From an optimization exercise on the open Yosys and OpenROAD flow, aimed at small area, a short achievable clock period and few clock cycles per item; shortcuts taken in it are not production practice. At most, simulation tests tie the RTL to the original design; equivalence was not proved. Power figures rest on the tool's default switching activity, not on a simulated workload.

== run 1 ==
==> flow/design.v (excerpt) <==
module conv_top (
    input  logic                                  clk_i,
    input  logic                                  rstn_i,
    input  logic                                  cfg_valid_i,
    input  logic [9*8-1:0]    cfg_coef_i,
    input  conv_pkg::conv_mode_e                  cfg_mode_i,
    input  logic                                  cfg_sat_i,
    input  logic                                  pix_valid_i,
    input  conv_pkg::pix_t                        pix_i,
    input  logic                                  stall_i,
    output logic                                  busy_o,
    output logic                                  out_valid_o,
    output conv_pkg::pix_t                        out_pix_o
);
    logic                               step;
    logic [10-1:0]               sel;
    logic                               deliver;
    logic                               win_valid;
    logic                               mask_top;
    logic                               mask_bot;
    logic                               xz;
  ...
Size: ~8,800 cells after synthesis, about 5,500 flip-flops, roughly 98 I/O pins, roughly 140,000 um^2 of cells after synthesis.
clock: 11.0 ns
lec_check: 0
cap_margin: 20
core_margin: 2
core_utilization: 60
cts_buf_list: sky130_fd_sc_hd__clkbuf_8
cts_cluster_diameter: 40
cts_cluster_size: 16
slew_margin: 20
standard.sh (not shown) runs the stock make flow with config.mk's settings and CLKGATE_MAP_FILE= SYNTH_SCRIPT=/design/flow/synth_recipe.tcl, a recipe that flattens the netlist after the stock synthesis.
==> flow/flow/run.sh <==
#!/bin/bash
set -euo pipefail
bash standard.sh \
  SETUP_SLACK_MARGIN=7.0 \
  "CTS_ARGS=-sink_clustering_enable -repair_clock_nets -dont_use_dummy_load -sink_clustering_size 16 -sink_clustering_max_diameter 40 -buf_list sky130_fd_sc_hd__clkbuf_8" \
  finish > flow_make.log 2>&1
Testbench counts of run 1, summed over its fixed seeds: cycles 1,542,548, pixels 1,536,000.
Relative to run 1, the following input files were edited for run 2:
==> flow/flow/run.sh <==
#!/bin/bash
set -euo pipefail
bash standard.sh \
  SETUP_SLACK_MARGIN=7.5 \
  "CTS_ARGS=-sink_clustering_enable -repair_clock_nets -dont_use_dummy_load -sink_clustering_size 16 -sink_clustering_max_diameter 40 -buf_list sky130_fd_sc_hd__clkbuf_8" \
  finish > flow_make.log 2>&1
==> summary.txt <==
In run 2 the met3 capacity usage during global routing turned out 0.62 points higher than in run 1.
On final clock period utilization by the worst path: run 2 sits below run 1.
Delta (run 2 minus run 1): part of the power in the clock network decreased by 0.4 points relative to the old numbers; total wire length after detailed routing increased by about 3.6% relative to the old numbers; combinational-cell power consumption increased by 5.5% relative to the old numbers; post-placement setup slack increased by 0.20 ns relative to the old numbers; total placed cells including tap cells closely matched the old numbers.
The total of cells resized after clock tree synthesis in run 2 sits 127 above the value recorded for run 1.
Changes in run 3 relative to run 2:
==> flow/run.sh (new file) <==
#!/bin/bash
# synth_recipe.tcl (not shown) runs the flow's synth.tcl, then flattens the netlist and writes it again
# the make line also repeats each setting of config.mk as NAME=value (left out here)
make -C /OpenROAD-flow-scripts/flow DESIGN_CONFIG=/design/flow/config.mk WORK_HOME=/design/flow/orfs CLKGATE_MAP_FILE= SYNTH_SCRIPT=/design/flow/synth_recipe.tcl finish
removed: flow/flow/run.sh
removed: flow/standard.sh
Notes after the runs:
Comparing run 2 against run 3, there is no change at all in number of tap cells added at floorplan.
Re delay of the slowest cell on the worst path: run 2 was lower than run 3.
Relative to run 2, endpoint required time on the critical path has increased by 0.04 ns in run 3.
Compare run 2 and run 3 | layout overhead on the synthesized area lower: run 3
The final reports for run 3 and run 2 show post-layout minimum cycle time higher in the former.

========
oak:
Another version of the RTL of conv_top (not shown whole).
Size in the first run: ~8800 cells after synthesis, about 5600 flip-flops.
Settings: LEC_CHECK=0, CAP_MARGIN=20, CORE_MARGIN=2, CORE_UTILIZATION=60, CTS_BUF_LIST=sky130_fd_sc_hd__clkbuf_8, CTS_CLUSTER_DIAMETER=40, CTS_CLUSTER_SIZE=16, SLEW_MARGIN=20; clock period 11.0 ns.
==> flow/flow/run.sh <==
#!/bin/bash
set -euo pipefail
bash standard.sh \
  SETUP_SLACK_MARGIN=7.0 \
  "CTS_ARGS=-sink_clustering_enable -repair_clock_nets -dont_use_dummy_load -sink_clustering_size 16 -sink_clustering_max_diameter 40 -buf_list sky130_fd_sc_hd__clkbuf_8 -root_buf sky130_fd_sc_hd__clkbuf_16" \
  finish > flow_make.log 2>&1
Testbench counts of oak, summed over its fixed seeds: cycles 1,542,548, pixels 1,536,000.
The inputs of pine differ from those of oak as listed below.
==> flow/flow/run.sh <==
#!/bin/bash
set -euo pipefail
bash standard.sh \
  SETUP_SLACK_MARGIN=7.0 \
  "CTS_ARGS=-sink_clustering_enable -repair_clock_nets -dont_use_dummy_load -sink_clustering_size 20 -sink_clustering_max_diameter 45 -buf_list sky130_fd_sc_hd__clkbuf_8 -root_buf sky130_fd_sc_hd__clkbuf_16" \
  finish > flow_make.log 2>&1
-- flow/config.mk --
<<< oak, line 11
export CTS_BUF_LIST = sky130_fd_sc_hd__clkbuf_8
export CTS_CLUSTER_DIAMETER = 40
export CTS_CLUSTER_SIZE = 16
export SLEW_MARGIN = 20
>>> pine, line 11
export CTS_BUF_LIST = sky130_fd_sc_hd__clkbuf_8
export CTS_CLUSTER_DIAMETER = 45
export CTS_CLUSTER_SIZE = 20
export SLEW_MARGIN = 20
## What came out
pine went all the way through the flow, and no timing, DRC or antenna check failed.
oak → pine: power after layout dropped 1.4%; setup slack dropped 0.014 ns; final design area excluding fillers barely changed.
Min area growth from synthesis to layout across oak and pine: pine
pine vs. oak: worst slew slack as a fraction of its limit now sits higher; first-pass GRT wire length now sits lower; maximum frequency now sits lower; number of resized instances in the post-cts repair step now sits higher; count of clock-buffer cells in the layout now sits lower.

========
Another version of the RTL of conv_top (not shown whole).
Size in the first run: roughly 8400 cells after synthesis, about 5600 flip-flops, ~98 I/O pins, about 140000 um2 of cells after synthesis.
Settings: LEC_CHECK=0, CAP_MARGIN=20, CORE_MARGIN=2, CORE_UTILIZATION=60, CTS_BUF_LIST=sky130_fd_sc_hd__clkbuf_8, CTS_CLUSTER_DIAMETER=40, CTS_CLUSTER_SIZE=16, SLEW_MARGIN=20; clock period 11.0 ns.
==> flow/flow/run.sh <==
#!/bin/bash
set -euo pipefail
bash standard.sh \
  SETUP_SLACK_MARGIN=7.5 \
  MATCH_CELL_FOOTPRINT=0 \
  "CTS_ARGS=-sink_clustering_enable -repair_clock_nets -dont_use_dummy_load -sink_clustering_size 16 -sink_clustering_max_diameter 40 -buf_list sky130_fd_sc_hd__clkbuf_8 -root_buf sky130_fd_sc_hd__clkbuf_16" \
  finish > flow_make.log 2>&1
Rerun with:
--- a/flow/flow/run.sh
+++ b/flow/flow/run.sh
@@ -5 +4,0 @@
-  MATCH_CELL_FOOTPRINT=0 \
After rerunning:
- synthesized area does not change
- cell count barely changes
- worst setup slack got worse by 53 ps
- worst hold slack is better by 22 ps
No run of this note included a check of the RTL's function; only the layout flow was run.

========
conv_top, a different RTL version from the one above (not shown whole).
Size in the first run: ~8700 cells after synthesis, roughly 5600 flip-flops, about 98 I/O pins.
export LEC_CHECK = 0
export CAP_MARGIN = 20
export CORE_MARGIN = 2
export CORE_UTILIZATION = 60
export CTS_BUF_LIST = sky130_fd_sc_hd__clkbuf_8
export CTS_CLUSTER_DIAMETER = 40
export CTS_CLUSTER_SIZE = 16
export SLEW_MARGIN = 20
create_clock -name core_clock -period 11.0 [get_ports {clk_i}]
==> flow/flow/run.sh <==
#!/bin/bash
set -euo pipefail
bash standard.sh \
  SETUP_SLACK_MARGIN=7.0 \
  "CTS_ARGS=-sink_clustering_enable -repair_clock_nets -dont_use_dummy_load -sink_clustering_size 16 -sink_clustering_max_diameter 40 -buf_list sky130_fd_sc_hd__clkbuf_8 -root_buf sky130_fd_sc_hd__clkbuf_16" \
  finish > flow_make.log 2>&1
Testbench counts at the start, summed over its fixed seeds: cycles 1,542,548, pixels 1,536,000.
Next try:
==> flow/flow/run.sh (replaced) <==
#!/bin/bash
set -euo pipefail
bash standard.sh \
  SETUP_SLACK_MARGIN=7.5 \
  "CTS_ARGS=-sink_clustering_enable -repair_clock_nets -dont_use_dummy_load -sink_clustering_size 16 -sink_clustering_max_diameter 40 -buf_list sky130_fd_sc_hd__clkbuf_8 -root_buf sky130_fd_sc_hd__clkbuf_16" \
  finish > flow_make.log 2>&1
The changed run finished with timing, DRC and antenna clean.
Final cell count climbs slightly.
Power climbs slightly.
Cell area climbs slightly.
Routed wire length hardly moves.
Clock power is about the same.
First-iteration DRC count barely changes.
Die area stays the same.
Setup slack improves by 0.016 ns.
Hold slack stays flat.
Via count climbs slightly.
Area after synthesis stays the same.
Next try:
==> flow/flow/run.sh (replaced) <==
#!/bin/bash
set -euo pipefail
bash standard.sh \
  SETUP_SLACK_MARGIN=7.0 \
  "CTS_ARGS=-sink_clustering_enable -repair_clock_nets -dont_use_dummy_load -sink_clustering_size 20 -sink_clustering_max_diameter 45 -buf_list sky130_fd_sc_hd__clkbuf_8 -root_buf sky130_fd_sc_hd__clkbuf_16" \
  finish > flow_make.log 2>&1
--- a/flow/config.mk
+++ b/flow/config.mk
@@ -10,5 +10,5 @@
 export CORE_UTILIZATION = 60
 export CTS_BUF_LIST = sky130_fd_sc_hd__clkbuf_8
-export CTS_CLUSTER_DIAMETER = 40
-export CTS_CLUSTER_SIZE = 16
+export CTS_CLUSTER_DIAMETER = 45
+export CTS_CLUSTER_SIZE = 20
 export SLEW_MARGIN = 20
After rerunning: Final area went down by about 2%. Via count went down by 1.9%. Clock power went down by about 5%.

========
lagoon:
conv_top, a different RTL version from the one above (not shown whole).
Size in the first run: ~5500 flip-flops, about 98 I/O pins, ~140000 µm² of cells after synthesis.
==> flow/config.mk <==
export PLATFORM = sky130hd
export DESIGN_NAME = conv_top
export DESIGN_NICKNAME = conv_top
export VERILOG_FILES = /design/flow/design.v
export SDC_FILE = /design/flow/constraint.sdc
export NUM_CORES = 4
export LEC_CHECK = 0
export CAP_MARGIN = 20
export CORE_MARGIN = 2
export CORE_UTILIZATION = 60
export CTS_BUF_LIST = sky130_fd_sc_hd__clkbuf_8
export CTS_CLUSTER_DIAMETER = 40
export CTS_CLUSTER_SIZE = 16
export SLEW_MARGIN = 20
==> flow/constraint.sdc <==
create_clock -name core_clock -period 11.0 [get_ports {clk_i}]
set_input_delay 2.2000 -clock core_clock [delete_from_list [all_inputs] [get_ports {clk_i}]]
set_output_delay 2.2000 -clock core_clock [all_outputs]
set_load 0.01 [all_outputs]
run.sh (not shown) runs the stock make flow with config.mk's settings and CLKGATE_MAP_FILE= SYNTH_SCRIPT=/design/flow/synth_recipe.tcl, a recipe that flattens the netlist after the stock synthesis.
Stock flow here: none of the scripts above is used.
Input-level comparison between tundra and lagoon:
- CTS_BUF_LIST changed from sky130_fd_sc_hd__clkbuf_8 to sky130_fd_sc_hd__clkbuf_16
- CTS_CLUSTER_SIZE changed from 16 to 24
- CTS_CLUSTER_DIAMETER changed from 40 to 50
[summary]
The final layout from tundra, which completed every stage, passed the timing, design-rule and antenna checks at the end of the flow. NOTE aggregate routed wire length lagoon->tundra increased slightly. The total power per unit cell area in tundra sits 4.8% above the value recorded for lagoon. Compared with lagoon, tundra shows a higher detailed-routing iteration count for the pre-antenna-repair pass. Re global-route usage: tundra and lagoon aren't equal, and the lower value belongs to lagoon. Cell area after layout in tundra is 2800 µm² above lagoon. Total power of tundra is higher than that of lagoon. Relative to lagoon, the multi-input combinational area share of tundra is lower by 0.29 points.
No functional check of the RTL was part of any run of this note.

-- port drivers added, routing unchanged --
Ports are ideal in the flow. The routed layouts listed here were re-timed in OpenROAD. Step 1 sets driving cells, clkbuf_16 on the clock port and buf_2 on the other inputs (assumed; they add their load-dependent delay and slew). Step 2 moves the port delays by t, midway between the first and last clock arrival at a register: inputs arrive t later, outputs are due t later. That takes back most of the time a late clock gives input paths. a / b / c = no drivers / after step 1 / after step 2; a / b = the first two.
| run | shift t [ns] | slack for setup (ns) | clock arrival spread, ns | worst slew at a driven data input, ns | pins driven straight from the clock port |
|---|---|---|---|---|---|
| run 1 | 1.119 | 6.823 / 6.823 / 6.178 | 0.167 / 0.166 | 0.18 | 1 |
| run 2 | 1.153 | 6.887 / 6.887 / 6.528 | 0.163 / 0.164 | 0.20 | 1 |
| run 3 | 1.123 | 5.895 / 5.895 / 5.895 | 0.158 / 0.158 | 0.11 | 1 |
| oak | 0.946 | 7.024 / 6.999 / 6.204 | 0.140 / 0.140 | 0.20 | 1 |
| pine | 0.932 | 7.010 / 7.010 / 6.263 | 0.145 / 0.145 | 0.21 | 1 |
| the first run of note 3 | 0.936 | 6.763 / 6.763 / 6.763 | 0.112 / 0.112 | 0.20 | 1 |
| the second run of note 3 | 0.945 | 6.711 / 6.711 / 6.711 | 0.143 / 0.143 | 0.18 | 1 |
| the first run of note 4 | 0.928 | 6.879 / 6.879 / 6.175 | 0.129 / 0.129 | 0.24 | 1 |
| the second run of note 4 | 0.928 | 6.896 / 6.896 / 6.692 | 0.131 / 0.130 | 0.24 | 1 |
| the third run of note 4 | 0.928 | 6.895 / 6.895 / 6.223 | 0.134 / 0.134 | 0.25 | 1 |
| lagoon | 1.159 | 5.310 / 5.310 / 5.310 | 0.163 / 0.163 | 0.15 | 1 |
| tundra | 1.017 | 5.306 / 5.306 / 5.306 | 0.141 / 0.142 | 0.16 | 1 |
After both steps every run listed still meets setup and hold. The setup slack of oak, which loses most, moves by -0.025 ns with the drivers and by -0.820 ns with both steps.
